This is an optimization exercise on Yosys and OpenROAD, whose aim is small area, a short achievable clock period and few clock cycles per item, not a production implementation.
Function was checked by simulation only, so behaviour that the tests miss may differ from the original.
Power and IR drop assume default switching activity.

--- config.mk ---
export PLATFORM = sky130hd
export DESIGN_NAME = constrained_multi_queue_dispatcher_top
export DESIGN_NICKNAME = constrained_multi_queue_dispatcher_top
export VERILOG_FILES = /design/flow/design.v
export SDC_FILE = /design/flow/constraint.sdc
export NUM_CORES = 4
export LEC_CHECK = 0
export CAP_MARGIN = 20
export CORE_MARGIN = 2
export CORE_UTILIZATION = 40
export SETUP_SLACK_MARGIN = 3.0
export SLEW_MARGIN = 20
--- constraint.sdc ---
create_clock -name core_clock -period 6.0 [get_ports {clock}]
set_input_delay 1.2000 -clock core_clock [delete_from_list [all_inputs] [get_ports {clock}]]
set_output_delay 1.2000 -clock core_clock [all_outputs]
set_load 0.01 [all_outputs]
--- design.v ---
module constrained_multi_queue_dispatcher_top (
   input  logic        clock,
   input  logic        reset,
   input  logic        req_tvalid,
   output logic        req_tready,
   input  logic [23:0] req_tdata,   
   input  logic [2:0]  req_tuser,   
   output logic        rsp_tvalid,
   input  logic        rsp_tready,
   output logic [23:0] rsp_tdata,   
   output logic [2:0]  rsp_tuser,   
   input  logic        csr_valid,
   output logic        csr_ready,
   input  logic [2:0]  csr_index,
   input  logic [19:0] csr_data
);
   localparam logic [2:0] ST_ADDED      = 3'd0;
   localparam logic [2:0] ST_DROPPED    = 3'd1;
   localparam logic [2:0] ST_DISPATCHED = 3'd2;
   localparam logic [2:0] ST_NOTHING    = 3'd3;
   localparam logic [2:0] ST_COMPLETED  = 3'd4;
   localparam logic [2:0] ST_CERROR     = 3'd5;
   localparam logic [5:0] RP_EMPTY = 6'h3e;   
   localparam logic [5:0] RP_FULL  = 6'h1e;   
   logic [3:0]  en_ff;           
   logic [19:0] set_ff [4];
   logic [5:0]  rp_ff  [4];      
   logic [3:0]  empty_ff;        
   logic [3:0]  full_ff;         
   logic [15:0] top_ff [4];      
   logic [7:0]  act_ff [4];
   logic [3:0]  lt_ff;           
   logic [3:0]  nz_ff;           
   logic        wb_we_ff;        
   logic [15:0] wb_tag_ff;
   logic [1:0]  wb_q_ff;
   logic [4:0]  wb_idx_ff;
   logic        out_v_ff, skid_v_ff;
   logic [20:0] out_ff, skid_ff;  
   logic [1:0]  mode;
   logic        dirty;
   logic [15:0] rtag;
   logic [4:0]  zoom;
   logic [1:0]  qidx;
   assign rtag  = req_tdata[15:0];
   assign zoom  = req_tdata[20:16];
   assign qidx  = req_tdata[22:21];
   assign mode  = req_tuser[1:0];
   assign dirty = req_tuser[2];
   logic accept, out_free;
   assign req_tready = !skid_v_ff;
   assign accept     = req_tvalid && !skid_v_ff;
   assign out_free   = !out_v_ff || rsp_tready;
   assign csr_ready  = 1'b1;
   assign rsp_tvalid = out_v_ff;
   assign rsp_tuser  = out_ff[20:18];
   assign rsp_tdata  = {6'd0, out_ff[15:0], out_ff[17:16]};
   logic [15:0] refill [4];      
   genvar gq;
   generate
      for (gq = 0; gq < 4; gq++) begin : g_stk
         logic [15:0] stk [31];
         always_ff @(posedge clock) begin
            if (wb_we_ff && wb_q_ff == 2'(gq)) begin
               stk[wb_idx_ff] <= wb_tag_ff;
            end
         end
         logic [3:0]  lo;
         logic [7:0]  hi;
         logic [30:0] rsel;
         logic [15:0] rd;
         always_comb begin
            for (int i = 0; i < 4; i++) lo[i] = (rp_ff[gq][1:0] == 2'(i));
            for (int i = 0; i < 8; i++) hi[i] = (rp_ff[gq][4:2] == 3'(i));
            for (int i = 0; i < 31; i++) rsel[i] = lo[i % 4] && hi[i / 4];
            rd = 16'd0;
            for (int i = 0; i < 31; i++) begin
               rd = rd | (stk[i] & {16{rsel[i]}});
            end
         end
         assign refill[gq] = (wb_we_ff && wb_q_ff == 2'(gq)) ? wb_tag_ff : rd;
      end
   endgenerate
   logic [3:0] take, serve, sub_sel, fet_sel;
   logic [3:0] lt_inc, lt_dec, is1;
   logic [7:0] act_p1 [4];
   logic [5:0] rp_p1  [4];
   logic       sub_hit, fet_hit, cpl_ok;
   logic [1:0] sub_q, fet_q;
   always_comb begin
      for (int q = 0; q < 4; q++) begin
         logic [4:0] minz, maxz;
         logic [1:0] dm;
         logic       zok, dok;
         minz = set_ff[q][4:0];
         maxz = set_ff[q][9:5];
         dm   = set_ff[q][11:10];
         zok = (zoom >= minz) && (zoom <= maxz);
         case (dm)
            2'd0:    dok = !dirty;
            2'd1:    dok = dirty;
            default: dok = 1'b1;
         endcase
         take[q]  = en_ff[q] && !full_ff[q] && ((dm == 2'd3) || (zok && dok));
         serve[q] = en_ff[q] && !empty_ff[q] && lt_ff[q];
         act_p1[q] = act_ff[q] + 8'd1;
         rp_p1[q]  = rp_ff[q] + 6'd1;
         lt_inc[q] = (act_p1[q] != set_ff[q][19:12]);
         lt_dec[q] = lt_ff[q] || (act_ff[q] == set_ff[q][19:12]);
         is1[q]    = (act_ff[q] == 8'd1);
      end
      sub_sel[0] = take[0];
      sub_sel[1] = take[1] && !take[0];
      sub_sel[2] = take[2] && !take[1] && !take[0];
      sub_sel[3] = take[3] && !take[2] && !take[1] && !take[0];
      fet_sel[0] = serve[0];
      fet_sel[1] = serve[1] && !serve[0];
      fet_sel[2] = serve[2] && !serve[1] && !serve[0];
      fet_sel[3] = serve[3] && !serve[2] && !serve[1] && !serve[0];
      sub_hit = |take;
      fet_hit = |serve;
      sub_q   = {sub_sel[3] | sub_sel[2], sub_sel[3] | sub_sel[1]};
      fet_q   = {fet_sel[3] | fet_sel[2], fet_sel[3] | fet_sel[1]};
      cpl_ok  = nz_ff[qidx];
   end
   logic [15:0] fet_tag;
   assign fet_tag = top_ff[fet_q];
   logic        do_sub, do_fet, do_cpl;
   logic [20:0] res;
   always_comb begin
      do_sub = 1'b0;
      do_fet = 1'b0;
      do_cpl = 1'b0;
      res    = {ST_NOTHING, 2'd0, 16'd0};
      case (mode)
         2'd0: begin
            do_sub = sub_hit;
            res    = sub_hit ? {ST_ADDED, sub_q, 16'd0} : {ST_DROPPED, 2'd0, 16'd0};
         end
         2'd1: begin
            do_fet = fet_hit;
            res    = fet_hit ? {ST_DISPATCHED, fet_q, fet_tag} : {ST_NOTHING, 2'd0, 16'd0};
         end
         2'd2: begin
            do_cpl = cpl_ok;
            res    = {cpl_ok ? ST_COMPLETED : ST_CERROR, qidx, 16'd0};
         end
         default: res = {ST_NOTHING, 2'd0, 16'd0};
      endcase
   end
   always_ff @(posedge clock) begin
      if (reset) begin
         en_ff <= 4'b0001;
         for (int q = 0; q < 4; q++) begin
            set_ff[q] <= 20'd19424;
            rp_ff[q]  <= RP_EMPTY;
            empty_ff[q] <= 1'b1;
            full_ff[q]  <= 1'b0;
            act_ff[q] <= 8'd0;
         end
         lt_ff     <= 4'b1111;
         nz_ff     <= 4'b0000;
         wb_we_ff  <= 1'b0;
         out_v_ff  <= 1'b0;
         skid_v_ff <= 1'b0;
      end else begin
         if (csr_valid && csr_index == 3'd0) begin
            for (int q = 0; q < 4; q++) en_ff[q] <= (csr_data[2:0] > 3'(q));
         end
         for (int q = 0; q < 4; q++) begin
            if (csr_valid && csr_index == 3'(q + 1)) begin
               set_ff[q] <= csr_data;
               lt_ff[q]  <= (act_ff[q] < csr_data[19:12]);
            end
         end
         if (accept) begin
            for (int q = 0; q < 4; q++) begin
               if (do_sub && sub_sel[q]) begin
                  rp_ff[q]    <= rp_p1[q];
                  empty_ff[q] <= 1'b0;
                  full_ff[q]  <= (rp_p1[q] == RP_FULL);
               end
               if (do_fet && fet_sel[q]) begin
                  rp_ff[q]    <= rp_ff[q] - 6'd1;
                  empty_ff[q] <= (rp_ff[q] == 6'h3f);
                  full_ff[q]  <= 1'b0;
                  act_ff[q] <= act_p1[q];
                  lt_ff[q]  <= lt_inc[q];
                  nz_ff[q]  <= 1'b1;
               end
               if (do_cpl && qidx == 2'(q)) begin
                  act_ff[q] <= act_ff[q] - 8'd1;
                  lt_ff[q]  <= lt_dec[q];
                  nz_ff[q]  <= !is1[q];
               end
            end
         end
         wb_we_ff <= accept && do_sub && !empty_ff[sub_q];
         if (out_free) begin
            out_v_ff  <= skid_v_ff || accept;
            skid_v_ff <= 1'b0;
         end else if (accept) begin
            skid_v_ff <= 1'b1;
         end
      end
   end
   always_ff @(posedge clock) begin
      for (int q = 0; q < 4; q++) begin
         if (accept && do_sub && sub_sel[q]) top_ff[q] <= rtag;
         else if (accept && do_fet && fet_sel[q]) top_ff[q] <= refill[q];
      end
   end
   always_ff @(posedge clock) begin
      wb_tag_ff <= top_ff[sub_q];
      wb_q_ff   <= sub_q;
      wb_idx_ff <= rp_p1[sub_q][4:0];
      if (out_free) begin
         out_ff <= skid_v_ff ? skid_ff : res;
      end
      if (!skid_v_ff) begin
         skid_ff <= res;
      end
   end
endmodule
--- run.sh ---
#!/bin/bash
# synth_recipe.tcl (not shown) runs the flow's synth.tcl, then flattens the netlist and writes it again
# the make line also repeats each setting of config.mk as NAME=value (left out here)
make -C /OpenROAD-flow-scripts/flow DESIGN_CONFIG=/design/flow/config.mk WORK_HOME=/design/flow/orfs CLKGATE_MAP_FILE= SYNTH_SCRIPT=/design/flow/synth_recipe.tcl finish
==> results of run 1 <==
==> sequential cells by signal, indices dropped and copies added (netlist names), 5 cells and up <==
name / count
set_ff: 80
skid_ff: 21
act_ff: 32
top_ff: 64
wb_idx_ff: 5
wb_tag_ff: 16
rp_ff: 24
out_ff: 21
g_stk.stk: 1984
==> worst paths after layout <==
path / end / slack [ns] / cells after the start
setup / recovery: rp_ff[2][1] / 2.99 / 9
hold / removal: skid_ff[16] / 0.45 / 2
setup reg to reg: top_ff[2][15] / 3.01 / 10
hold reg to reg: skid_ff[16] / 0.45 / 2
==> routing by layer <==
metal	up-vias	routed length, um
met1	29500	115000
met4	12	14600
li1	23500	-
met3	696	37800
met2	4043	140000
met5	-	97
==> area by class of cell <==
class,instances,share of cell area (%)
diodes,4,0.00968
repair buffers,433,3.81
inverters,65,0.250
clock inverters,133,1.33
clock buffers,281,5.64
flip-flops and latches,2272,64.1
multi-input cells,2993,21.4
well taps,2854,3.45
==> placed cells by master (no fill, tap or decap), types with 22 or more instances in the layout <==
cell type and n:
edfxtp_1 2069, o21ai_0 109, nor2_4 60, clkinv_1 48
dfxtp_1 167, buf_4 283, nor3_1 28, o32ai_4 32
a221oi_1 272, a221oi_2 47, o21a_1 22, a22o_1 336
nand4_1 140, a22oi_1 321, xor2_1 47, inv_1 57
nor2_2 84, clkdlybuf4s50_1 48, nor2_1 222, nand2_1 361
a21oi_1 180, clkbuf_16 226, o211ai_1 24, clkbuf_1 55
buf_6 52, ha_1 89, nand3_1 142, o32ai_2 22
nor4_1 22, clkinv_2 36, xnor2_1 55
==> worst min-delay path, delay by kind of cell, from the launching register on <==
| family | cells | cell delay (ns) |
|---|---|---|
| flip-flops | 1 | 0.30 |
| AO/OA/AOI/OAI | 1 | 0.06 |
| buffers and inverters | 1 | 0.04 |
==> synth_stat cells (30+ instances only) <==
| cell type | n |
|---|---|
| buf_2 | 73 |
| nor2_1 | 362 |
| clkbuf_1 | 199 |
| o21ai_0 | 124 |
| nand3_1 | 146 |
| nand4_1 | 140 |
| a21oi_1 | 183 |
| edfxtp_1 | 2069 |
| nand2b_1 | 30 |
| o32ai_1 | 65 |
| inv_1 | 64 |
| nor3_1 | 31 |
| a221oi_1 | 321 |
| xor2_1 | 47 |
| xnor2_1 | 55 |
| a22o_1 | 336 |
| a22oi_1 | 321 |
| ha_1 | 100 |
| nand2_1 | 376 |
| dfxtp_1 | 203 |
==> power groups by stage <==
stage	Combinational [mW]	Clock [mW]	Sequential, mW
after floorplan	0.256	0	17.9
after global placement	0.659	0	17.9
after detailed placement	0.679	0	17.9
after CTS	0.733	14.0	17.6
after global routing	0.823	14.6	17.6
final	0.785	13.9	17.6
==> repair_timing <==
action	4_1_cts	5_1_grt
endpoints found under the setup margin	214	162
pin swaps	50	66
setup buffers	49	35
resized for setup	257	155
gates cloned	8	1
==> cell families after synthesis <==
logic type      Yosys count  synth area share [%]
flops                  2272                  75.6
compound gates         1534                  13.4
simple gates           1231                  6.62
buf+inv                 355                  1.66
xor+xnor                102                  1.02
fa+ha+maj               100                  1.43
mux                      16                 0.200
other cells               2               0.00858
==> through the flow <==
stage / hold WS [ns] / instances / setup WS, ns / utilization [%] / total power [mW]
after floorplan: 0.418 / 5617 / 2.55 / - / 18.2
after global placement: 0.435 / 8524 / 0.682 / 43.0 / 18.5
after CTS: 0.457 / 8995 / 2.97 / 47.1 / 32.3
after detailed placement: 0.441 / 8524 / 0.665 / 43.0 / 18.6
after global routing: 0.477 / 9032 / 2.94 / 47.6 / 33.0
final: 0.452 / 9035 / 2.99 / 47.6 / 32.3
==> out/qor.csv, run 1 <==
metric,value,unit
grt_pass1_vias,53800,
slew_headroom,18.3,%
yosysSeqAreaShare,75.6,%
grt_pass1_wl,424000,um
cp.required,6.77,ns
synth_area,87500,um^2
synthDistinctLibCells,83,
cts_root_buf,clkbuf_16,
ant_nets,0,
design_area,103000,um^2
drt-vias-per-instance,6.40,
max_stage_delay,0.63,ns
remaining_drc_errors,0,
io_buffers,76,
period_needed,3.01,ns
regArea,66300,um^2
clkTransAtPathRegs,0.06,ns
die_x,472,um
p_per_area,312,nW/um^2
initial_core_util,40.3,%
status,timing/DRC/antenna clean,
crit_type,in -> reg,
drv_slew,0,
vias,57800,
path_buf_inv,2,
track_usage,26.9,%
use_met1,36.4,%
die_h,472,um
cts_num_sinks,2272,
internal_power,25.4,mW
power_frac_seq,54.5,%
htreeDepth,4,
wl_per_cell,34.0,um
reg2reg_from,rp_ff[2][0],
max_freq,0.332,GHz
drtIter0Drc,9315,
yosys_warnings,8,
die_area,223000,um^2
worstMarginPinSlew,1.23,ns
multiInputGateArea,22100,um^2
synth-edff-count,2069,
synth-seq-cells,2272,
vdd_drop_max,0.000338,V
leakage,32.9,nW
min_path_type,reg -> reg,
grt_busiest_layer,met2,
min_period_over_period,50.2,%
setup_violations,0,
drv_cap,0,
comb_power_share,2.4,%
holdBufCountCts,0,
synthToLayoutAreaGrowth,18.1,%
nets,6141,
wl,307000,um
p_sw_share,21.3,%
path_cells,"clkdlybuf4s50_1, nand2_1, nor3_4, nand2_2, nor2_4, buf_4, nand3_4, or3_1, a31o_2",
yosysTopAreaCell,edfxtp_1,
grtUsageMet3,6.08,%
netlist_instances,5612,
antenna_found_initial,21,
rows,171,
finalClockSkew,0.0420,ns
rsz0062_at_grt,true,
critPathLaunch,req_tvalid,
ys_top_cells_by_area,"edfxtp_1 71%, dfxtp_1 4.6%, a22o_1 3.4%, a221oi_1 3.2%, a22oi_1 2.8%",
path_max_fanout,6,
finalHoldViolCount,0,
cp-start-kind,primary input,
crit_path_top_delay_cell,clkdlybuf4s50_1,
postSynthAreaPerCell,15.6,um^2
cp_top_family,simple AND/OR/NAND/NOR gates,
dpl_cell_area,93400,um^2
tritoncts,yes,
fin_setup_tns,0,ns
grt_max_degree,97,
grt_overflow_total,0,
fillCellCount,18300,
cp-end-kind,flop,
clkPwrFrac,43.1,%
p_switching,6.86,mW
cts_buffer_depth,3,
synthArstFlopShare,0,%
dp_hpwl,176000,um
hold_start,skid_ff[16],
numCtsBuffers,221,
cp.arrival,3.79,ns
synth.top_cell.area_share,71.0,%
gp_congestion,0.909,
io_pins,85,
drive_gt1_share,17.3,%
synthFlopType,edfxtp_1,
met2_usage,42.0,%
first_pass_iters,10,
clock_latency,0.89,ns
core,217000,um^2
Testbench counts, summed over its fixed seeds: cycles 12,008, items 12,000.
==> inputs of run 2 (changes only) <==
--- a/design.v
+++ b/design.v
@@ -36,6 +36,6 @@
    logic [1:0]  wb_q_ff;
    logic [4:0]  wb_idx_ff;
-   logic        out_v_ff, skid_v_ff;
-   logic [20:0] out_ff, skid_ff;  
+   logic        out_v_ff;
+   logic [20:0] out_ff;           
    logic [1:0]  mode;
    logic        dirty;
@@ -49,7 +49,7 @@
    assign dirty = req_tuser[2];
    logic accept, out_free;
-   assign req_tready = !skid_v_ff;
-   assign accept     = req_tvalid && !skid_v_ff;
    assign out_free   = !out_v_ff || rsp_tready;
+   assign req_tready = out_free;
+   assign accept     = req_tvalid && out_free;
    assign csr_ready  = 1'b1;
    assign rsp_tvalid = out_v_ff;
@@ -163,5 +163,4 @@
          wb_we_ff  <= 1'b0;
          out_v_ff  <= 1'b0;
-         skid_v_ff <= 1'b0;
       end else begin
          if (csr_valid && csr_index == 3'd0) begin
@@ -197,10 +196,5 @@
          end
          wb_we_ff <= accept && do_sub && !empty_ff[sub_q];
-         if (out_free) begin
-            out_v_ff  <= skid_v_ff || accept;
-            skid_v_ff <= 1'b0;
-         end else if (accept) begin
-            skid_v_ff <= 1'b1;
-         end
+         if (out_free) out_v_ff <= accept;
       end
    end
@@ -216,8 +210,5 @@
       wb_idx_ff <= rp_p1[sub_q][4:0];
       if (out_free) begin
-         out_ff <= skid_v_ff ? skid_ff : res;
-      end
-      if (!skid_v_ff) begin
-         skid_ff <= res;
+         out_ff <= res;
       end
    end
--- a/config.mk
+++ b/config.mk
@@ -9,4 +9,6 @@
 export CORE_MARGIN = 2
 export CORE_UTILIZATION = 40
+export CTS_CLUSTER_DIAMETER = 100
+export CTS_CLUSTER_SIZE = 30
 export SETUP_SLACK_MARGIN = 3.0
 export SLEW_MARGIN = 20
==> run 2 against run 1 <==
  * Die area shrank 0.69%
  * Critical path depth grew 1
  * Synthesized cell count shrank 0.77%
  * Maximum frequency shrank 3.3%
  * Cell area shrank 3.7%
  * Register-to-register slack lost 0.13 ns
  * Worst setup slack lost 0.10 ns
  * Critical endpoint is now top_ff[2][12]
  * Highest routed layer unchanged
==> out/qor.csv, run 2 <==
metric,value,unit,change
setup_violations,0,,unchanged
yosys_warnings,8,,unchanged
synth_mux_area_share,0.180,%,-0.020 points
core,217000,um^2,-0.39%
synth_simple_gate_area_share,6.37,%,-0.25 points
critPathLaunch,rp_ff[2][1],,
grt_pass1_vias,52400,,-2.6%
dp_cells,8460,,-0.75%
drtIter0Drc,9820,,+5.4%
synth-seq-cells,2250,,-0.97%
yosysSeqAreaShare,75.7,%,about the same
gp_congestion,0.916,,+0.73%
grt_max_degree,91,,-6.2%
finalClockSkew,0.0626,ns,+0.0206 ns
holdBufCountCts,0,,unchanged
die_area,221000,um^2,-0.69%
clkTransAtPathRegs,0.11,ns,+0.05 ns
die_x,470,um,-0.34%
tritoncts,yes,,
track_usage,26.7,%,-0.17 points
synthFlopType,edfxtp_1,,
wl,308000,um,+0.30%
synthArstFlopShare,0,%,unchanged
clock_latency,0.81,ns,-0.08 ns
drv_slew,0,,unchanged
io_buffers,76,,unchanged
grt_overflow_total,0,,unchanged
synth.top_cell.area_share,71.5,%,+0.50 points
cp.required,6.51,ns,-0.26 ns
status,timing/DRC/antenna clean,,
drt-vias-per-instance,6.51,,+1.9%
worstMarginPinSlew,1.22,ns,-0.00288 ns
ant_nets,0,,unchanged
dp_worst_setup_slack,0.886,ns,+0.222 ns
drive_gt1_share,16.4,%,-0.91 points
leakage,30.9,nW,-6.0%
synth_top_family_by_area,compound AO/OA/AOI/OAI gates,,
cts_num_sinks,2250,,-0.97%
die_h,470,um,-0.34%
synth_fa_ha_area_share,1.44,%,+0.010 points
initial_core_util,40.1,%,-0.12 points
max_freq,0.321,GHz,-3.3%
finalHoldViolCount,0,,unchanged
synth_commonest_cells,"2,069 x edfxtp_1, 367 x nor2_1, 346 x a22oi_1, 344 x nand2_1, 318 x a221oi_1",,
rows,171,,unchanged
synth-edff-count,2069,,unchanged
synth_xor_area_share,1.03,%,+0.0071 points
cp.arrival,3.62,ns,-0.17 ns
htreeDepth,3,,-1
wl_per_cell,35.2,um,+3.4%
fillCellCount,18500,,+1.2%
finish.utilization,46.0,%,-1.6 points
netlist_instances,5569,,-0.77%
dp_hpwl,174000,um,-0.92%
nets,6017,,-2.0%
max_stage_delay,0.77,ns,+0.14 ns
vdd_drop_max,0.000237,V,-30%
antenna_found_initial,13,,-38%
synth_compound_area_share,13.6,%,+0.19 points
numCtsBuffers,91,,-59%
synthDistinctLibCells,82,,-1.2%
postSynthAreaPerCell,15.6,um^2,about the same
cp-end-kind,flop,,
setup_ws,2.88,ns,-0.102 ns
yosysMostFrequentCell,edfxtp_1,,
synth_area,86900,um^2,-0.69%
reg2reg_from,rp_ff[2][1],,
crit_path_top_delay_cell,o32ai_1,,
final_common_cell,edfxtp_1,,
period_needed,3.12,ns,+0.102 ns
top_regs,"g_stk.stk (1984), set_ff (80), top_ff (64)",,
slew_headroom,18.5,%,+0.19 points
hold_start,set_ff[3][4],,
remaining_drc_errors,0,,unchanged
fin_setup_tns,0,ns,unchanged
first_pass_iters,6,,-4
path_max_fanout,16,,+10
hold_slack,0.463,ns,+0.0108 ns
ys_top_cells_by_area,"edfxtp_1 71%, dfxtp_1 4.2%, a221oi_1 3.2%, a22o_1 3.2%, a22oi_1 3.0%",,
final_cell_mix,"2,069 x edfxtp_1, 346 x a22oi_1, 326 x nand2_1",,
largest-register,g_stk.stk,,
cts_buffer_depth,3,,unchanged
min_period_over_period,51.9,%,+1.7 points
cp-start-kind,flop,,
drv_cap,0,,unchanged
yosysTopAreaCell,edfxtp_1,,
grt_pass1_wl,419000,um,-1.0%
synthToLayoutAreaGrowth,14.6,%,
largest_reg_flops,1984,,unchanged
rsz0062_at_grt,true,,
cts_root_buf,clkbuf_16,,
vias,57100,,-1.2%
min_path_type,reg -> reg,,
io_pins,85,,unchanged
layout.cells.non_filler,8763,,-3.0%
path_cells,"clkinvlp_4, ha_4, nand2_2, nor2_1, buf_6, a22o_1, a221oi_1, nand4_1, o32ai_1, o21ai_1",,
crit_type,reg -> reg,,
p_per_area,266,nW/um^2,-15%
## run 2: cell types whose count changed after synthesis, moves of 21 or more
cell | previous run | this run
nand2_1 | 376 | 344
a22oi_1 | 321 | 346
buf_2 | 73 | 50
dfxtp_1 | 203 | 181
a22o_1 | 336 | 315
a32oi_1 | 1 | 22
## run 2: per-stage QoR
stage / power (mW) / area, um^2
6_report: 26.5 / 99600
5_1_grt: 27.1 / 99600
4_1_cts: 26.4 / 97600
3_5_place_dp: 18.6 / 92700
3_3_place_gp: 18.6 / 92700
2_1_floorplan: 18.1 / 87000
## run 2: routing by layer
metal	GRT usage, %	vias to the layer above	share of wire [%]
met3	5.45	665	12
met5	0	-	0.021
met4	11.4	10	5.1
met2	41.4	4048	45
li1	-	23100	-
met1	36.6	29300	38
## run 2: logic make-up (layout without fill, tap and decap cells)
family	Yosys count	in the layout
xor gates and xnor gates	102	102
other	2	10
and+or+nand+nor	1183	1187
buffers and inverters	363	691
DFF	2250	2250
adders and majority gates	100	100
muxes	14	14
AOI/OAI and AO/OA	1555	1555
## run 2: worst paths after layout
check                  end  slack [ns]  cells past startpoint
max          top_ff[2][12]        2.88                     10
min           set_ff[3][4]        0.46                      2
max reg2reg  top_ff[2][12]        2.88                     10
min reg2reg   set_ff[3][4]        0.46                      2
## run 2: what timing repair did
item | 4_1_cts | 5_1_grt
gates cloned | 10 | 6
setup endpoints to repair | 466 | 306
gates resized for setup | 296 | 220
buffers inserted | 62 | 85
pin swaps | 57 | 102
## run 2: final cells by class
class / count / area, um^2 / share of cell area [%]
Sequential cell: 2250 / 65900 / 66.1
Multi-Input combinational cell: 2965 / 22400 / 22.5
Timing Repair Buffer: 481 / 4590 / 4.61
Tap cell: 2854 / 3570 / 3.58
Clock buffer: 112 / 2440 / 2.45
Clock inverter: 25 / 388 / 0.389
Inverter: 72 / 309 / 0.310
Antenna cell: 3 / 7.51 / 0.00754
Timing Repair inverter: 1 / 6.26 / 0.00628
## run 2: power by group
part	switching (mW)	internal, mW	leakage, nW	total [mW]
Combinational	0.720	0.338	9.46	1.06
Sequential	0.230	17.2	20.1	17.4
Clock	4.93	3.14	1.37	8.07
## run 2: worst max-delay path, delay by kind of cell (launching register included)
family / cells / cell delay, ns
AND/OR/NAND/NOR: 3 / 0.36
flip-flops: 1 / 0.42
buffers and inverters: 2 / 0.41
adder cells (fa/ha/maj): 1 / 0.26
AO/OA/AOI/OAI: 4 / 1.39
Testbench counts of run 2, summed over its fixed seeds: cycles 12,008, items 12,000.
==> inputs of run 3 (changes only) <==
--- a/design.v
+++ b/design.v
@@ -36,6 +36,8 @@
    logic [1:0]  wb_q_ff;
    logic [4:0]  wb_idx_ff;
-   logic        out_v_ff;
+   logic        out_v_ff;         
+   logic        busy_ff;          
    logic [20:0] out_ff;           
+   logic [20:0] hold_ff;          
    logic [1:0]  mode;
    logic        dirty;
@@ -49,5 +51,5 @@
    assign dirty = req_tuser[2];
    logic accept, out_free;
-   assign out_free   = !out_v_ff || rsp_tready;
+   assign out_free   = !busy_ff || rsp_tready;
    assign req_tready = out_free;
    assign accept     = req_tvalid && out_free;
@@ -163,4 +165,5 @@
          wb_we_ff  <= 1'b0;
          out_v_ff  <= 1'b0;
+         busy_ff   <= 1'b0;
       end else begin
          if (csr_valid && csr_index == 3'd0) begin
@@ -197,4 +200,5 @@
          wb_we_ff <= accept && do_sub && !empty_ff[sub_q];
          if (out_free) out_v_ff <= accept;
+         busy_ff <= accept || (busy_ff && !rsp_tready);
       end
    end
@@ -209,7 +213,6 @@
       wb_q_ff   <= sub_q;
       wb_idx_ff <= rp_p1[sub_q][4:0];
-      if (out_free) begin
-         out_ff <= res;
-      end
+      out_ff  <= out_free ? res : hold_ff;
+      hold_ff <= out_free ? res : out_ff;
    end
 endmodule
--- a/config.mk
+++ b/config.mk
@@ -9,6 +9,6 @@
 export CORE_MARGIN = 2
 export CORE_UTILIZATION = 40
-export CTS_CLUSTER_DIAMETER = 100
-export CTS_CLUSTER_SIZE = 30
-export SETUP_SLACK_MARGIN = 3.0
+export CTS_CLUSTER_DIAMETER = 90
+export CTS_CLUSTER_SIZE = 25
+export SETUP_SLACK_MARGIN = 3.1
 export SLEW_MARGIN = 20
==> run 3 against run 2 <==
  * Sequential share of layout area shrank 0.75 points
  * Final cell count up 1.7%
  * Sequential cell count grew 22
  * Synthesized cell count is 2.0% higher
  * Still clean
  * Cell area is 1.5% higher
  * Global-route usage is 0.30 points higher
  * First-iteration DRC count fell by 3.1%
  * Worst hold slack lost 0.032 ns
  * Clock-buffer cell count increased by 19
==> out/qor.csv, run 3 <==
metric,value,unit,change
finalClockSkew,0.0428,ns,-0.0198 ns
leakage,32.7,nW,+5.8%
drv_cap,0,,unchanged
finalHoldViolCount,0,,unchanged
cts_root_buf,clkbuf_16,,
synthArstFlopShare,0,%,unchanged
wl_per_cell,35.0,um,-0.55%
io_buffers,76,,unchanged
final_cell_mix,"2,048 x edfxtp_1, 406 x nand2_1, 355 x a22o_1",,
dp_hpwl,177000,um,+1.7%
design_area,101000,um^2,+1.5%
die_area,223000,um^2,+0.86%
io_pins,85,,unchanged
drt-vias-per-instance,6.49,,-0.31%
min_path_type,reg -> reg,,
die_x,472,um,+0.43%
cts_buffer_depth,3,,unchanged
synthToLayoutAreaGrowth,15.4,%,
dp_worst_setup_slack,0.938,ns,+0.0519 ns
synth_area,87700,um^2,+0.87%
reg2reg_slack,3.03,ns,+0.15 ns
ys_top_cells_by_area,"edfxtp_1 70%, dfxtp_1 5.1%, a221oi_1 3.8%, a22o_1 3.5%, a22oi_1 1.9%",,
nets,6168,,+2.5%
grt_max_degree,86,,-5.5%
worstMarginPinSlew,1.23,ns,+0.00749 ns
path_max_fanout,8,,-8
dpl_cell_area,93400,um^2,+0.74%
numCtsBuffers,106,,+16%
period_needed,3.05,ns,-0.0679 ns
postSynthAreaPerCell,15.4,um^2,-1.1%
remaining_drc_errors,0,,unchanged
yosysMostFrequentCell,edfxtp_1,,
largest-register,g_stk.stk,,
grt_overflow_total,0,,unchanged
vias,57900,,+1.4%
yosysSeqAreaShare,75.3,%,-0.39 points
antenna_found_initial,8,,-5
drive_gt1_share,18.7,%,+2.3 points
p_per_area,269,nW/um^2,+0.99%
synthDistinctLibCells,97,,+18%
grt_pass1_wl,425000,um,+1.3%
first_pass_iters,8,,+2
rows,171,,unchanged
status,timing/DRC/antenna clean,,
finish.utilization,46.5,%,+0.48 points
initial_core_util,40.3,%,+0.15 points
final_common_cell,edfxtp_1,,
max_freq,0.328,GHz,+2.2%
setup_ws,2.95,ns,+0.0679 ns
ant_nets,0,,unchanged
total_power,27.2,mW,+2.5%
crit_type,in -> reg,,
cts_num_sinks,2272,,+0.98%
largest_reg_flops,1984,,unchanged
yosys_warnings,8,,unchanged
synth-edff-count,2048,,-1.0%
cp.required,6.69,ns,+0.18 ns
synth.top_cell.area_share,70.2,%,-1.3 points
synthFlopType,edfxtp_1,,
layout.cells.non_filler,8914,,+1.7%
dp_cells,8571,,+1.3%
cp-end-kind,flop,,
wl,312000,um,+1.2%
synth-seq-cells,2272,,+0.98%
rsz0062_at_grt,true,,
yosysTopAreaCell,edfxtp_1,,
track_usage,27.0,%,+0.30 points
setup_violations,0,,unchanged
drv_slew,0,,unchanged
fin_setup_tns,0,ns,unchanged
vdd_drop_max,0.000248,V,+4.8%
slew_headroom,18.0,%,-0.50 points
htreeDepth,3,,unchanged
min_period_over_period,50.8,%,-1.1 points
die_h,472,um,+0.43%
clock_latency,0.83,ns,+0.02 ns
hold_slack,0.431,ns,-0.0322 ns
grt_pass1_vias,53300,,+1.8%
cp.arrival,3.74,ns,+0.12 ns
synth_commonest_cells,"2,048 x edfxtp_1, 420 x nand2_1, 384 x a221oi_1, 382 x nor2_1, 355 x a22o_1",,
drtIter0Drc,9512,,-3.1%
core,218000,um^2,+0.49%
tritoncts,yes,,
netlist_instances,5678,,+2.0%
gp_congestion,0.911,,-0.52%
top_regs,"g_stk.stk (1984), set_ff (80), top_ff (64)",,
holdBufCountCts,0,,unchanged
cp-start-kind,primary input,,
clkTransAtPathRegs,0.10,ns,about the same
-- run 3: cell types whose count changed after synthesis, moves of 43 or more --
cell | previous run | this run
a21oi_1 | 194 | 125
dfxtp_1 | 181 | 224
a221oi_1 | 318 | 384
nand2_1 | 344 | 420
o32ai_1 | 69 | 3
a22oi_1 | 346 | 223
-- run 3: layer usage --
| metal | GRT usage, % | share of wire [%] | up-vias | routed length, um |
|---|---|---|---|---|
| met1 | 37.1 | 38 | 29700 | 118000 |
| li1 | - | - | 23400 | - |
| met2 | 41.5 | 45 | 4048 | 139000 |
| met3 | 5.75 | 12 | 687 | 37800 |
| met5 | 0 | 0.035 | - | 108 |
| met4 | 11.7 | 5.4 | 12 | 16800 |
-- run 3: worst max-delay path, stage by stage --
cell and delay [ns]:
buf_6 0.07, clkinvlp_4 0.08, buf_12 0.15, ha_4 0.25, and4_1 0.17, a21oi_1 0.06
o31a_1 0.11, buf_6 0.13, nor4b_4 0.32, buf_4 0.18, nor2_4 0.05, buf_4 0.16
buf_12 0.14, buf_4 0.15, nand4_4 0.14, a21oi_2 0.08, o31a_1 0.27
-- run 3: timing repair --
action                     CTS  global route
cloned                      12            13
pin swaps                   85           136
gates resized for setup    380           262
setup buffers               81            82
setup endpoints to repair  278           218
hold endpoints to repair     0             0
-- run 3: logic make-up (layout without fill, tap and decap cells) --
group | Yosys count | in the layout | share of synthesized area, %
and+or+nand+nor | 1322 | 1331 | 7.13
buffers and inverters | 380 | 745 | 1.84
xor gates and xnor gates | 98 | 98 | 0.979
adders and majority gates | 100 | 100 | 1.43
other | 2 | 9 | 0.00857
DFF | 2272 | 2272 | 75.3
AOI/OAI and AO/OA | 1493 | 1494 | 13.2
muxes | 11 | 11 | 0.146
-- run 3: worst paths after layout --
path / start / endpoint / cells after the start
worst min register to register: hold_ff[19] / out_ff[19] / 2
worst max register to register: empty_ff[0] / empty_ff[1] / 7
worst max-delay path: req_tdata[16] / rp_ff[3][4] / 17
worst min-delay path: hold_ff[19] / out_ff[19] / 2
-- run 3: where the power goes --
part | internal, mW | leakage (nW) | switching [mW] | total, mW
registers | 17.3 | 20.2 | 0.196 | 17.5
logic | 0.388 | 11.0 | 0.798 | 1.19
clock network | 3.48 | 1.52 | 5.05 | 8.53
-- run 3: final cells by class --
| class | count | area [um^2] |
|---|---|---|
| Fill cell | 18500 | 116000 |
| Sequential cell | 2272 | 66100 |
| Multi-Input combinational cell | 3041 | 23000 |
| Timing Repair Buffer | 500 | 4930 |
| Tap cell | 2854 | 3570 |
| Clock buffer | 131 | 2810 |
| Inverter | 91 | 387 |
| Clock inverter | 22 | 302 |
| Timing Repair inverter | 1 | 8.76 |
| Antenna cell | 2 | 5.00 |
Testbench counts of run 3, summed over its fixed seeds: cycles 12,008, items 12,000.
==> inputs of run 4 (changes only) <==
--- a/design.v
+++ b/design.v
@@ -32,8 +32,6 @@
    logic [3:0]  lt_ff;           
    logic [3:0]  nz_ff;           
-   logic        wb_we_ff;        
-   logic [15:0] wb_tag_ff;
-   logic [1:0]  wb_q_ff;
-   logic [4:0]  wb_idx_ff;
+   logic [3:0]  wb_we_ff;        
+   logic [15:0] wb_tag_ff [4];   
    logic        out_v_ff;         
    logic        busy_ff;          
@@ -63,9 +61,4 @@
       for (gq = 0; gq < 4; gq++) begin : g_stk
          logic [15:0] stk [31];
-         always_ff @(posedge clock) begin
-            if (wb_we_ff && wb_q_ff == 2'(gq)) begin
-               stk[wb_idx_ff] <= wb_tag_ff;
-            end
-         end
          logic [3:0]  lo;
          logic [7:0]  hi;
@@ -81,5 +74,10 @@
             end
          end
-         assign refill[gq] = (wb_we_ff && wb_q_ff == 2'(gq)) ? wb_tag_ff : rd;
+         always_ff @(posedge clock) begin
+            for (int i = 0; i < 31; i++) begin
+               if (wb_we_ff[gq] && rsel[i]) stk[i] <= wb_tag_ff[gq];
+            end
+         end
+         assign refill[gq] = wb_we_ff[gq] ? wb_tag_ff[gq] : rd;
       end
    endgenerate
@@ -163,5 +161,5 @@
          lt_ff     <= 4'b1111;
          nz_ff     <= 4'b0000;
-         wb_we_ff  <= 1'b0;
+         wb_we_ff  <= 4'd0;
          out_v_ff  <= 1'b0;
          busy_ff   <= 1'b0;
@@ -198,5 +196,7 @@
             end
          end
-         wb_we_ff <= accept && do_sub && !empty_ff[sub_q];
+         for (int q = 0; q < 4; q++) begin
+            wb_we_ff[q] <= accept && do_sub && sub_sel[q] && !empty_ff[q];
+         end
          if (out_free) out_v_ff <= accept;
          busy_ff <= accept || (busy_ff && !rsp_tready);
@@ -210,7 +210,5 @@
    end
    always_ff @(posedge clock) begin
-      wb_tag_ff <= top_ff[sub_q];
-      wb_q_ff   <= sub_q;
-      wb_idx_ff <= rp_p1[sub_q][4:0];
+      for (int q = 0; q < 4; q++) wb_tag_ff[q] <= top_ff[q];
       out_ff  <= out_free ? res : hold_ff;
       hold_ff <= out_free ? res : out_ff;
==> run 4 against run 3 <==
  * Still clean
  * Synthesized area up 0.37%
  * Sequential cell count up 44
  * First-iteration DRC count down 12%
  * Worst hold slack worse by 0.052 ns
  * Final cell count up 0.11%
  * Register-to-register slack worse by 0.04 ns
  * Power down 3.0%
  * Clock power up 0.5%
  * Wire length down 5.5%
  * Sequential share of layout area up 0.44 points
  * Global-route usage down 1.5 points
  * Cell area up 0.64%
  * Critical endpoint is now rp_ff[2][5]
  * Largest cell class unchanged
==> out/qor.csv, run 4 <==
metric,value,unit,change
status,timing/DRC/antenna clean,,
clkTransAtPathRegs,0.10,ns,about the same
path_max_fanout,6,,-2
vdd_drop_max,0.000252,V,+1.4%
slew_headroom,17.3,%,-0.76 points
dr_wl_met2,135000,um,-2.8%
min_path_type,reg -> reg,,
gp_congestion,0.876,,-3.9%
drv_cap,0,,unchanged
synthFlopType,edfxtp_1,,
p_per_area,259,nW/um^2,-3.6%
synth.top_cell.area_share,69.9,%,-0.26 points
antenna_found_initial,4,,-4
finalHoldViolCount,0,,unchanged
synth-seq-cells,2316,,+1.9%
reg2reg_slack,2.99,ns,-0.04 ns
wl,295000,um,-5.5%
dp_hpwl,178000,um,+0.70%
die_x,473,um,+0.18%
numCtsBuffers,107,,+0.94%
fin_setup_tns,0,ns,unchanged
cp.required,6.74,ns,+0.05 ns
total_power,26.4,mW,-3.0%
largest-register,g_stk.stk,,
wl_met3,32900,um,-13%
min_period_over_period,50.7,%,-0.066 points
largest_reg_flops,1984,,unchanged
first_pass_iters,7,,-1
netlist_instances,5596,,-1.4%
cp-start-kind,primary input,,
die_area,224000,um^2,+0.37%
io_buffers,76,,unchanged
yosys_warnings,13,,+5
synthToLayoutAreaGrowth,15.7,%,
final_cell_mix,"2,048 x edfxtp_1, 378 x buf_4, 357 x a22oi_1",,
drive_gt1_share,19.5,%,+0.79 points
finalClockSkew,0.0674,ns,+0.0246 ns
core,219000,um^2,+0.68%
leakage,33.1,nW,+1.1%
grt_pass1_vias,52500,,-1.5%
drtIter0Drc,8337,,-12%
grt_overflow_total,0,,unchanged
drt-vias-per-instance,6.29,,-3.2%
dp_cells,8549,,-0.26%
synth_commonest_cells,"2,048 x edfxtp_1, 357 x a22oi_1, 318 x nand2_1, 293 x a221oi_1, 287 x a22o_1",,
rows,172,,+0.58%
initial_core_util,40.2,%,-0.13 points
met1Wirelength,115000,um,-2.3%
die_h,473,um,+0.18%
cts_num_sinks,2316,,+1.9%
period_needed,3.04,ns,-0.00393 ns
ys_top_cells_by_area,"edfxtp_1 70%, dfxtp_1 6.1%, a22oi_1 3.0%, a221oi_1 2.9%, a22o_1 2.9%",,
cts_buffer_depth,3,,unchanged
synth_area,88000,um^2,+0.37%
yosysSeqAreaShare,76.0,%,+0.72 points
vias,56100,,-3.1%
max_freq,0.329,GHz,+0.13%
crit_type,in -> reg,,
track_usage,25.5,%,-1.5 points
grt_pass1_wl,408000,um,-4.0%
synthArstFlopShare,0,%,unchanged
regArea,67000,um^2,+1.3%
ant_nets,0,,unchanged
synth-edff-count,2048,,unchanged
yosysMostFrequentCell,edfxtp_1,,
synthDistinctLibCells,82,,-15%
cp-end-kind,flop,,
grt_max_degree,64,,-26%
yosysTopAreaCell,edfxtp_1,,
nets,6127,,-0.66%
design_area,102000,um^2,+0.64%
dpl_cell_area,94200,um^2,+0.88%
postSynthAreaPerCell,15.7,um^2,+1.8%
drv_slew,0,,unchanged
setup_violations,0,,unchanged
wl_per_cell,33.0,um,-5.6%
top_regs,"g_stk.stk (1984), set_ff (80)",,
worstMarginPinSlew,1.24,ns,+0.00964 ns
clock_latency,0.84,ns,about the same
hold_slack,0.379,ns,-0.0523 ns
remaining_drc_errors,0,,unchanged
layout.cells.non_filler,8924,,+0.11%
multiInputGateArea,22400,um^2,-2.7%
top_layer,met5,,
io_pins,85,,unchanged
fillCellCount,18700,,+0.84%
rsz0062_at_grt,true,,
tritoncts,yes,,
htreeDepth,3,,unchanged
cts_root_buf,clkbuf_16,,
cp.arrival,3.78,ns,+0.04 ns
final_common_cell,edfxtp_1,,
==> run 4: cell type report <==
class                   instances  area share (%)
repair buffers                561            5.12
diodes                          4         0.00983
clock buffers                 163            2.87
flip-flops and latches       2316            65.8
multi-input cells            2878            22.0
clock inverters                23           0.264
inverters                     108           0.418
well taps                    2871            3.53
==> run 4: worst paths after layout <==
path	endpoint	startpoint	cells after the start
max reg2reg	g_stk[2].stk[29][9]	rp_ff[2][1]	7
min	wb_tag_ff[3][15]	top_ff[3][15]	0
min reg2reg	wb_tag_ff[3][15]	top_ff[3][15]	0
max	rp_ff[2][5]	req_tdata[16]	17
==> run 4: logic make-up (layout without fill, tap and decap cells) <==
| group | after synthesis | after routing | synth area share [%] |
|---|---|---|---|
| xor gates and xnor gates | 92 | 92 | 0.916 |
| adders and majority gates | 100 | 100 | 1.42 |
| and+or+nand+nor | 1153 | 1156 | 6.42 |
| other | 2 | 11 | 0.00854 |
| AOI/OAI and AO/OA | 1471 | 1471 | 12.7 |
| muxes | 52 | 52 | 0.664 |
| DFF | 2316 | 2316 | 76.0 |
| buffers and inverters | 410 | 855 | 1.86 |
==> run 4: repair_timing <==
item,CTS,global route
hold buffers,0,0
gates cloned,10,8
buffers inserted,92,75
pin swaps,79,81
gates resized for setup,446,178
setup endpoints to repair,632,367
==> run 4: worst max-delay path, stage by stage <==
cell and delay, ns:
buf_6 0.07, clkinvlp_4 0.13, buf_6 0.15, buf_6 0.11, ha_4 0.25, inv_1 0.04, o32ai_2 0.12, buf_4 0.18
nand4_1 0.09, buf_4 0.17, buf_6 0.11, a311oi_4 0.20, buf_6 0.18, a31oi_4 0.15, buf_6 0.18, a21o_1 0.15
a221o_1 0.28
==> run 4: per-layer routing <==
layer | vias to the layer above | GRT usage, %
met5 | - | 0
met4 | 2 | 9.32
met3 | 483 | 4.63
met2 | 3516 | 39.9
met1 | 28900 | 35.8
li1 | 23200 | -
==> run 4: power breakdown <==
group / internal, mW / switching, mW
Clock: 3.46 / 5.11
Sequential: 17.3 / 0.0428
Combinational: 0.175 / 0.296
==> run 4: metrics by stage <==
stage | util [%] | setup slack [ns]
6_report | 46.5 | 2.96
4_1_cts | 45.7 | 2.93
3_3_place_gp | 43.0 | 0.688
5_1_grt | 46.5 | 2.87
3_5_place_dp | 43.0 | 0.679
2_1_floorplan | - | 2.56
Testbench counts of run 4, summed over its fixed seeds: cycles 12,008, items 12,000.
==> inputs of run 5 (changes only) <==
--- a/design.v
+++ b/design.v
@@ -21,9 +21,8 @@
    localparam logic [2:0] ST_COMPLETED  = 3'd4;
    localparam logic [2:0] ST_CERROR     = 3'd5;
-   localparam logic [5:0] RP_EMPTY = 6'h3e;   
-   localparam logic [5:0] RP_FULL  = 6'h1e;   
    logic [3:0]  en_ff;           
    logic [19:0] set_ff [4];
-   logic [5:0]  rp_ff  [4];      
+   logic [3:0]  lo_ff  [4];      
+   logic [7:0]  hi_ff  [4];      
    logic [3:0]  empty_ff;        
    logic [3:0]  full_ff;         
@@ -57,16 +56,13 @@
    assign rsp_tdata  = {6'd0, out_ff[15:0], out_ff[17:16]};
    logic [15:0] refill [4];      
+   logic [3:0]  push, pop, cpl;   
    genvar gq;
    generate
       for (gq = 0; gq < 4; gq++) begin : g_stk
          logic [15:0] stk [31];
-         logic [3:0]  lo;
-         logic [7:0]  hi;
          logic [30:0] rsel;
          logic [15:0] rd;
          always_comb begin
-            for (int i = 0; i < 4; i++) lo[i] = (rp_ff[gq][1:0] == 2'(i));
-            for (int i = 0; i < 8; i++) hi[i] = (rp_ff[gq][4:2] == 3'(i));
-            for (int i = 0; i < 31; i++) rsel[i] = lo[i % 4] && hi[i / 4];
+            for (int i = 0; i < 31; i++) rsel[i] = lo_ff[gq][i % 4] && hi_ff[gq][i / 4];
             rd = 16'd0;
             for (int i = 0; i < 31; i++) begin
@@ -85,5 +81,7 @@
    logic [3:0] lt_inc, lt_dec, is1;
    logic [7:0] act_p1 [4];
-   logic [5:0] rp_p1  [4];
+   logic [7:0] act_m1 [4];
+   logic [3:0] lo_up [4], lo_dn [4];
+   logic [7:0] hi_up [4], hi_dn [4];
    logic       sub_hit, fet_hit, cpl_ok;
    logic [1:0] sub_q, fet_q;
@@ -105,5 +103,9 @@
          serve[q] = en_ff[q] && !empty_ff[q] && lt_ff[q];
          act_p1[q] = act_ff[q] + 8'd1;
-         rp_p1[q]  = rp_ff[q] + 6'd1;
+         act_m1[q] = act_ff[q] - 8'd1;
+         lo_up[q] = {lo_ff[q][2:0], lo_ff[q][3]};
+         lo_dn[q] = {lo_ff[q][0], lo_ff[q][3:1]};
+         hi_up[q] = lo_ff[q][3] ? {hi_ff[q][6:0], hi_ff[q][7]} : hi_ff[q];
+         hi_dn[q] = lo_ff[q][0] ? {hi_ff[q][0], hi_ff[q][7:1]} : hi_ff[q];
          lt_inc[q] = (act_p1[q] != set_ff[q][19:12]);
          lt_dec[q] = lt_ff[q] || (act_ff[q] == set_ff[q][19:12]);
@@ -124,4 +126,11 @@
       cpl_ok  = nz_ff[qidx];
    end
+   always_comb begin
+      for (int q = 0; q < 4; q++) begin
+         push[q] = accept && do_sub && sub_sel[q];
+         pop[q]  = accept && do_fet && fet_sel[q];
+         cpl[q]  = accept && do_cpl && (qidx == 2'(q));
+      end
+   end
    logic [15:0] fet_tag;
    assign fet_tag = top_ff[fet_q];
@@ -154,5 +163,6 @@
          for (int q = 0; q < 4; q++) begin
             set_ff[q] <= 20'd19424;
-            rp_ff[q]  <= RP_EMPTY;
+            lo_ff[q]  <= 4'b0100;        
+            hi_ff[q]  <= 8'b1000_0000;
             empty_ff[q] <= 1'b1;
             full_ff[q]  <= 1'b0;
@@ -174,28 +184,19 @@
             end
          end
-         if (accept) begin
-            for (int q = 0; q < 4; q++) begin
-               if (do_sub && sub_sel[q]) begin
-                  rp_ff[q]    <= rp_p1[q];
-                  empty_ff[q] <= 1'b0;
-                  full_ff[q]  <= (rp_p1[q] == RP_FULL);
-               end
-               if (do_fet && fet_sel[q]) begin
-                  rp_ff[q]    <= rp_ff[q] - 6'd1;
-                  empty_ff[q] <= (rp_ff[q] == 6'h3f);
-                  full_ff[q]  <= 1'b0;
-                  act_ff[q] <= act_p1[q];
-                  lt_ff[q]  <= lt_inc[q];
-                  nz_ff[q]  <= 1'b1;
-               end
-               if (do_cpl && qidx == 2'(q)) begin
-                  act_ff[q] <= act_ff[q] - 8'd1;
-                  lt_ff[q]  <= lt_dec[q];
-                  nz_ff[q]  <= !is1[q];
-               end
-            end
-         end
-         for (int q = 0; q < 4; q++) begin
-            wb_we_ff[q] <= accept && do_sub && sub_sel[q] && !empty_ff[q];
+         for (int q = 0; q < 4; q++) begin
+            if (push[q] || pop[q]) begin
+               lo_ff[q]    <= mode[0] ? lo_dn[q] : lo_up[q];
+               hi_ff[q]    <= mode[0] ? hi_dn[q] : hi_up[q];
+               empty_ff[q] <= mode[0] && lo_ff[q][3] && hi_ff[q][7];
+               full_ff[q]  <= !mode[0] && lo_ff[q][1] && hi_ff[q][7];
+            end
+            if (pop[q] || cpl[q]) begin
+               act_ff[q] <= mode[0] ? act_p1[q] : act_m1[q];
+               lt_ff[q]  <= mode[0] ? lt_inc[q] : lt_dec[q];
+               nz_ff[q]  <= mode[0] || !is1[q];
+            end
+         end
+         for (int q = 0; q < 4; q++) begin
+            wb_we_ff[q] <= push[q] && !empty_ff[q];
          end
          if (out_free) out_v_ff <= accept;
@@ -205,6 +206,5 @@
    always_ff @(posedge clock) begin
       for (int q = 0; q < 4; q++) begin
-         if (accept && do_sub && sub_sel[q]) top_ff[q] <= rtag;
-         else if (accept && do_fet && fet_sel[q]) top_ff[q] <= refill[q];
+         if (push[q] || pop[q]) top_ff[q] <= mode[0] ? refill[q] : rtag;
       end
    end
--- a/config.mk
+++ b/config.mk
@@ -11,4 +11,4 @@
 export CTS_CLUSTER_DIAMETER = 90
 export CTS_CLUSTER_SIZE = 25
-export SETUP_SLACK_MARGIN = 3.1
+export SETUP_SLACK_MARGIN = 3.3
 export SLEW_MARGIN = 20
==> run 5 against run 4 <==
  * Largest cell class unchanged
  * Power grew 1.4%
  * Maximum frequency shrank 2.5%
  * Largest power group unchanged
  * Critical path depth shrank 6
  * Critical endpoint is now top_ff[2][15]
  * Worst setup slack lost 0.079 ns
  * Critical path type unchanged
  * Clock-buffer cell count grew 20
  * Clock skew shrank 0.019 ns
  * Register-to-register slack gained 0.11 ns
  * Synthesized cell count grew 1.3%
  * Via count shrank 1.1%
  * First-iteration DRC count grew 9.8%
  * Highest routed layer unchanged
  * Non-clock buffer count shrank 211
  * Still clean on timing, DRC and antenna
==> out/qor.csv, run 5 <==
metric,value,unit,change
ant_nets,0,,unchanged
vdd_drop_max,0.000270,V,+7.1%
crit_type,in -> reg,,
die_x,475,um,+0.39%
drv_slew,0,,unchanged
multiInputGateArea,20600,um^2,-8.1%
hold_path_depth,0,,unchanged
reg2reg_slack,3.10,ns,+0.11 ns
p_sw_share,20.9,%,+0.22 points
final_common_cell,edfxtp_1,,
remaining_drc_errors,0,,unchanged
clock_latency,0.82,ns,-0.02 ns
max_freq,0.320,GHz,-2.5%
status,timing/DRC/antenna clean,,
synth.top_cell.area_share,69.3,%,-0.55 points
dp_hpwl,169000,um,-5.5%
top_regs,"g_stk.stk (1984), set_ff (80)",,
yosysSeqAreaShare,75.9,%,about the same
drv_cap,0,,unchanged
die_area,226000,um^2,+0.79%
synth_area,88700,um^2,+0.79%
regArea,67400,um^2,+0.67%
internal_power,21.2,mW,+1.2%
tritoncts,yes,,
period_needed,3.12,ns,+0.0785 ns
clkPwrFrac,32.5,%,about the same
drtIter0Drc,9150,,+9.8%
path_common_cell,buf_4,,
track_usage,25.4,%,-0.13 points
fillCellCount,19200,,+2.8%
cp-start-kind,primary input,,
final_cell_mix,"2,048 x edfxtp_1, 323 x a22oi_1, 321 x a22o_1",,
finalHoldViolCount,0,,unchanged
synthArstFlopShare,0,%,unchanged
vias,55500,,-1.1%
path_cells,"buf_4, ha_1, o21ai_2, a21oi_2, o31a_1, o31ai_2, a41oi_2, a31oi_4, clkinvlp_4, buf_4, buf_16",,
largest_reg_flops,1984,,unchanged
gp_congestion,0.876,,about the same
core,220000,um^2,+0.39%
io_pins,85,,unchanged
grt_overflow_total,0,,unchanged
grt_pass1_vias,51600,,-1.9%
htreeDepth,3,,unchanged
postSynthAreaPerCell,15.7,um^2,-0.45%
cts_root_buf,clkbuf_16,,
synth-seq-cells,2340,,+1.0%
cp.arrival,3.68,ns,-0.10 ns
r2r_cells,11,,+4
crit_path_top_delay_cell,a31oi_4,,
nets,5840,,-4.7%
holdBufCountCts,0,,unchanged
antenna_found_initial,9,,+5
clkTransAtPathRegs,0.10,ns,about the same
io_buffers,76,,unchanged
hold_start,top_ff[3][1],,
comb_power_share,2.0,%,+0.2 points
cp-end-kind,flop,,
worstMarginPinSlew,1.16,ns,-0.0747 ns
wl,293000,um,-0.59%
yosys_warnings,18,,+5
largest-register,g_stk.stk,,
first_pass_iters,6,,-1
rows,172,,unchanged
synth_commonest_cells,"2,048 x edfxtp_1, 398 x clkbuf_1, 323 x a22oi_1, 321 x a22o_1, 320 x a221oi_1",,
finalClockSkew,0.0484,ns,-0.0190 ns
slew_headroom,22.2,%,+5.0 points
die_h,475,um,+0.39%
initial_core_util,40.3,%,+0.16 points
numCtsBuffers,108,,+0.93%
min_path_type,reg -> reg,,
drt-vias-per-instance,6.33,,+0.70%
power_frac_seq,65.5,%,-0.2 points
min_to,wb_tag_ff[3][1],,
setup_violations,0,,unchanged
cts_num_sinks,2340,,+1.0%
cp.required,6.56,ns,-0.18 ns
path_max_fanout,8,,+2
total_power,26.8,mW,+1.4%
netlist_instances,5666,,+1.3%
reg2reg_from,set_ff[1][7],,
p_switching,5.59,mW,+2.5%
cts_buffer_depth,3,,unchanged
max_stage_delay,0.46,ns,+0.18 ns
grt_pass1_wl,404000,um,-0.84%
synth-edff-count,2048,,unchanged
reg2reg_to,top_ff[2][15],,
leakage,31.8,nW,-3.9%
p_per_area,272,nW/um^2,+5.1%
rsz0062_at_grt,true,,
fin_setup_tns,0,ns,unchanged
yosysTopAreaCell,edfxtp_1,,
synthDistinctLibCells,83,,+1.2%
wl_per_cell,33.4,um,+1.3%
drive_gt1_share,12.4,%,-7.1 points
grt_max_degree,79,,+23%
synthFlopType,edfxtp_1,,
synthToLayoutAreaGrowth,10.8,%,
yosysMostFrequentCell,edfxtp_1,,
min_period_over_period,52.0,%,+1.3 points
ys_top_cells_by_area,"edfxtp_1 69%, dfxtp_1 6.6%, a22o_1 3.2%, a221oi_1 3.2%, a22oi_1 2.7%",,
[run 5: changes by cell type after synthesis, sizes merged, moves of 37 or more]
cell,previous run,this run
nand2,319,230
mux2,41,3
inv,107,69
and2,74,131
nor2,240,118
clkbuf,238,398
mux2i,10,47
and3,19,142
o21ai,99,198
[run 5: metal layers]
| layer | vias up | GRT usage [%] | wire length, um |
|---|---|---|---|
| met5 | - | 0 | 46 |
| met3 | 547 | 5.19 | 34100 |
| li1 | 22700 | - | - |
| met2 | 3538 | 38.4 | 130000 |
| met4 | 8 | 10.2 | 13600 |
| met1 | 28700 | 35.8 | 115000 |
[run 5: area by class of cell]
| class | instances | area share, % |
|---|---|---|
| tap | 2958 | 3.77 |
| timing repair buffer | 350 | 2.97 |
| sequential | 2340 | 68.6 |
| clock buffer | 183 | 3.05 |
| clock inverter | 22 | 0.278 |
| multi-input combinational | 2831 | 20.9 |
| timing repair inverter | 4 | 0.0713 |
| inverter | 70 | 0.309 |
| antenna | 4 | 0.0102 |
[run 5: how the worst max path moves through the flow]
stage                  startpoint       endpoint  slack, ns  depth (start not counted)
floorplan           req_tdata[16]    empty_ff[3]       2.49                         10
global placement    req_tdata[18]    lo_ff[2][2]       1.06                         11
detailed placement  req_tdata[18]    empty_ff[2]       1.05                         11
CTS                 req_tdata[18]    hi_ff[3][2]       3.01                         10
global route        req_tdata[18]  top_ff[2][15]       2.86                         11
finish              req_tdata[18]  top_ff[2][15]       2.88                         11
[run 5: worst max-delay path: cells and delay by family]
family,cells,cell delay [ns]
adder cells (fa/ha/maj),1,0.33
buffers and inverters,4,0.70
AO/OA/AOI/OAI,6,1.43
[run 5: through the flow]
step / util, % / instances / setup WS [ns] / instance area, um^2 / hold WS [ns]
5_1_grt: 44.7 / 8760 / 2.86 / 98300 / 0.384
2_1_floorplan: - / 5671 / 2.49 / 88800 / 0.347
4_1_cts: 44.5 / 8751 / 3.01 / 97900 / 0.380
3_5_place_dp: 42.5 / 8516 / 1.05 / 93400 / 0.356
3_3_place_gp: 42.5 / 8514 / 1.06 / 93400 / 0.352
6_report: 44.7 / 8762 / 2.88 / 98300 / 0.381
[run 5: power by group through the flow]
stage	Combinational (mW)	Sequential (mW)	Clock [mW]
after global placement	0.471	17.9	0
after detailed placement	0.476	17.9	0
after CTS	0.508	17.5	8.74
after global routing	0.564	17.6	9.29
after floorplan	0.272	17.9	0
final	0.526	17.5	8.70
[run 5: timing repair]
action	in CTS	in global routing
gates cloned	7	1
gates resized for setup	339	91
buffers inserted	23	5
endpoints found under the setup margin	279	245
pin swaps	56	21
[run 5: kinds of logic (layout without fill, tap and decap cells)]
family          count (synthesis)  in the layout  synth area share [%]
mux                            51             51                 0.594
other cells                     2             11               0.00847
compound gates               1547           1547                  13.0
buf+inv                       501            629                  2.21
flops                        2340           2340                  75.9
xor+xnor                       73             73                 0.721
simple gates                 1072           1073                  6.44
fa+ha+maj                      80             80                  1.13
Testbench counts of run 5, summed over its fixed seeds: cycles 12,008, items 12,000.

[separate check: timing with driven ports]
The flow's constraints put no driver on any port. The routed layouts listed below were extracted and timed again, unchanged, in two steps. Step 1: set_driving_cell puts a clkbuf_16 on clock and a buf_2 on each other input, an assumption about the parent block. Step 2 times the ports against the registers' clock, not the clock port: input delays grow and output delays shrink by t, the midpoint of the rising clock arrivals with the driver on. Slacks: ideal ports / drivers / drivers and shift; pairs: ideal ports / drivers.
run | t, ns | setup slack, ns | slew at the worst register clock pin (ns)
run 1 | 0.962 | 2.987 / 2.936 / 2.086 | 0.07 / 0.07
run 2 | 0.865 | 2.885 / 2.885 / 2.180 | 0.12 / 0.12
run 3 | 0.907 | 2.952 / 3.009 / 2.103 | 0.11 / 0.11
run 4 | 0.889 | 2.956 / 2.951 / 2.113 | 0.11 / 0.11
run 5 | 0.891 | 2.878 / 2.938 / 2.046 | 0.11 / 0.11
After both steps setup and hold are still met in every run listed. For run 1, which loses most, drivers alone change the setup slack by -0.051 ns; drivers and shift together by -0.901 ns.
